Background: an optimization exercise with open tools, aiming at small area. Do not read the settings as production practice. The RTL was checked by simulation tests, not by an equivalence proof against the original design. Power and IR drop assume default switching activity. No driver is modelled on the clock port, so clocking that relies on it looks cheaper here than on a real chip.

## dmem_responder
module dmem_responder
#(
  parameter int DEPTH   = DEPTH_DEF,
  parameter int LATENCY = LATENCY_DEF
) (
  input  logic        clk,
  input  logic        rst_n,
  input  logic        req_valid,
  output logic        req_ready,
  input  logic        req_write,
  input  logic [31:0] req_addr,
  input  logic [31:0] req_wdata,
  output logic        rsp_valid,
  input  logic        rsp_ready,
  output logic [31:0] rsp_rdata,
  output logic        rsp_err
);
export LEC_CHECK = 0
export ABC_CLOCK_PERIOD_IN_PS = 50000
export CAP_MARGIN = 20
export CORE_MARGIN = 2
export CORE_UTILIZATION = 70
export CTS_CLUSTER_DIAMETER = 80
export CTS_CLUSTER_SIZE = 35
export PLACE_DENSITY = 0.75
export SLEW_MARGIN = 20
create_clock -name core_clock -period 8.0 [get_ports {clk}]
run.sh (not shown) runs the stock make flow with config.mk's settings and CLKGATE_MAP_FILE= SYNTH_SCRIPT=/design/flow/synth_recipe.tcl, a recipe that flattens the netlist after the stock synthesis.
Then changed:
==> flow/flow/run.sh (new file) <==
#!/bin/bash
# Own layout flow: the standard layout (standard.sh) with two changes:
# the port buffers use the smallest buffer cell, and clock-tree synthesis
# inserts no dummy loads and uses larger sink clusters.
# Each tool's full output stays in orfs/logs/; make's own output goes to
# standard.log in this folder.
set -euo pipefail
export BUFFER_PORTS_ARGS="-buffer_cell sky130_fd_sc_hd__buf_1"
export CTS_ARGS="-sink_clustering_enable -repair_clock_nets -dont_use_dummy_load -sink_clustering_size 35 -sink_clustering_max_diameter 80"
bash standard.sh > standard.log 2>&1
==> flow/standard.sh (new file) <==
#!/bin/bash
# synth_recipe.tcl (not shown) runs the flow's synth.tcl, then flattens the netlist and writes it again
# the make line also repeats each setting of config.mk as NAME=value (left out here)
make -C /OpenROAD-flow-scripts/flow DESIGN_CONFIG=/design/flow/config.mk WORK_HOME=/design/flow/orfs CLKGATE_MAP_FILE= SYNTH_SCRIPT=/design/flow/synth_recipe.tcl "${@:-finish}"
Settings changed: ABC_CLOCK_PERIOD_IN_PS 50000 to not set, CTS_CLUSTER_DIAMETER 80 to not set, CTS_CLUSTER_SIZE 35 to not set.
removed: flow/run.sh
What happened:
- wire length hardly moves
- total power fell by 0.87%
- utilization fell by 1.3 points
- hold slack got worse by 0.016 ns
- non-clock buffer count rose by 1
- worst setup slack improved by 0.84 ns
- design area fell by 1.7%
Then changed:
==> flow/run.sh (new file) <==
#!/bin/bash
# synth_recipe.tcl (not shown) runs the flow's synth.tcl, then flattens the netlist and writes it again
# the make line also repeats each setting of config.mk as NAME=value (left out here)
make -C /OpenROAD-flow-scripts/flow DESIGN_CONFIG=/design/flow/config.mk WORK_HOME=/design/flow/orfs CLKGATE_MAP_FILE= SYNTH_SCRIPT=/design/flow/synth_recipe.tcl finish
Settings changed: ABC_AREA set to 1, CTS_CLUSTER_DIAMETER set to 80, CTS_CLUSTER_SIZE set to 35.
removed: flow/flow/run.sh
removed: flow/standard.sh
The changed run completed without violations.
Design area came out higher by a few percent.
Setup slack is worse by 0.54 ns.
First-iteration DRC count goes up by a quarter to a third.
Non-clock buffer count increases by 1.
Area after synthesis is higher slightly.
Sequential share of layout area came out lower by 1.9 points.
Flip-flop and latch count is unchanged.
Power rises slightly.
Worst hold slack improved by 0.016 ns.
Via count came out higher by roughly a tenth.
Then changed:
==> flow/flow/run.sh (new file) <==
#!/bin/bash
# Own layout flow: the standard layout (standard.sh) with two changes:
# the port buffers use the smallest buffer cell, and clock-tree synthesis
# inserts no dummy loads and uses larger sink clusters.
# Each tool's full output stays in orfs/logs/; make's own output goes to
# standard.log in this folder.
set -euo pipefail
export BUFFER_PORTS_ARGS="-buffer_cell sky130_fd_sc_hd__buf_1"
export CTS_ARGS="-sink_clustering_enable -repair_clock_nets -dont_use_dummy_load -sink_clustering_size 37 -sink_clustering_max_diameter 90"
bash standard.sh > standard.log 2>&1
==> flow/standard.sh (new file) <==
#!/bin/bash
# synth_recipe.tcl (not shown) runs the flow's synth.tcl, then flattens the netlist and writes it again
# the make line also repeats each setting of config.mk as NAME=value (left out here)
make -C /OpenROAD-flow-scripts/flow DESIGN_CONFIG=/design/flow/config.mk WORK_HOME=/design/flow/orfs CLKGATE_MAP_FILE= SYNTH_SCRIPT=/design/flow/synth_recipe.tcl "${@:-finish}"
Settings changed: ABC_AREA 1 to not set, CTS_CLUSTER_DIAMETER 80 to not set, CTS_CLUSTER_SIZE 35 to not set.
removed: flow/run.sh
=> The new run completed without violations. Non-clock buffer count decreases by 1. Flip-flop and latch count stays the same. Cell area decreases by 2.2%. Count of clock-buffer cells in the layout decreases by 7.
Then changed:
==> flow/run.sh (new file) <==
#!/bin/bash
# synth_recipe.tcl (not shown) runs the flow's synth.tcl, then flattens the netlist and writes it again
# the make line also repeats each setting of config.mk as NAME=value (left out here)
make -C /OpenROAD-flow-scripts/flow DESIGN_CONFIG=/design/flow/config.mk WORK_HOME=/design/flow/orfs CLKGATE_MAP_FILE= SYNTH_SCRIPT=/design/flow/synth_recipe.tcl finish
Settings changed: CTS_CLUSTER_DIAMETER set to 80, CTS_CLUSTER_SIZE set to 35.
removed: flow/flow/run.sh
removed: flow/standard.sh
=>
- The changed run produced a clean layout
- global-route usage came out higher by 0.23 points
- clock-buffer cell count came out higher by 8
- first-iteration DRC count came out lower slightly
- setup slack gets worse by 0.84 ns
- non-clock buffer count came out lower by 1
- final area came out higher slightly
- flip-flop and latch count stays the same
- cell count barely changes
- power came out higher slightly
Then changed:
Settings changed: CTS_CLUSTER_DIAMETER 80 to 100, CTS_CLUSTER_SIZE 35 to 30.
Result:
- The new run completed without violations
- clock skew barely changes
- utilization is higher by 0.34 points
- maximum frequency hardly moves

## re-timing with driven ports
No port has a modelled driver above. Below, the same layouts with a new extraction and two added sets of constraints. Step 1, drivers: a clkbuf_16 drives clk and a buf_2 each remaining input, both assumed. Step 2 moves the port delays by t, midway between the first and last clock arrival at a register: inputs arrive t later, outputs are due t later. That takes back most of the time a late clock gives input paths. a / b / c = no drivers / after step 1 / after step 2; a / b = the first two.
| run | t (ns) | setup slack, ns | clock arrival spread, ns | pins driven straight from the clock port |
|---|---|---|---|---|
| the first run | 0.688 | 2.822 / 2.800 / 2.800 | 0.023 / 0.023 | 1 |
| the second run | 0.680 | 3.658 / 3.638 / 3.638 | 0.034 / 0.034 | 1 |
| the third run | 0.697 | 3.122 / 3.100 / 2.969 | 0.031 / 0.030 | 1 |
| the fourth run | 0.664 | 3.666 / 3.645 / 3.645 | 0.067 / 0.067 | 1 |
| the fifth run | 0.688 | 2.822 / 2.800 / 2.800 | 0.023 / 0.023 | 1 |
| the sixth run | 0.692 | 2.827 / 2.805 / 2.805 | 0.024 / 0.024 | 1 |
After both steps setup and hold are still met in every run listed. For the third run, which loses most, drivers alone change the setup slack by -0.022 ns; drivers and shift together by -0.153 ns.
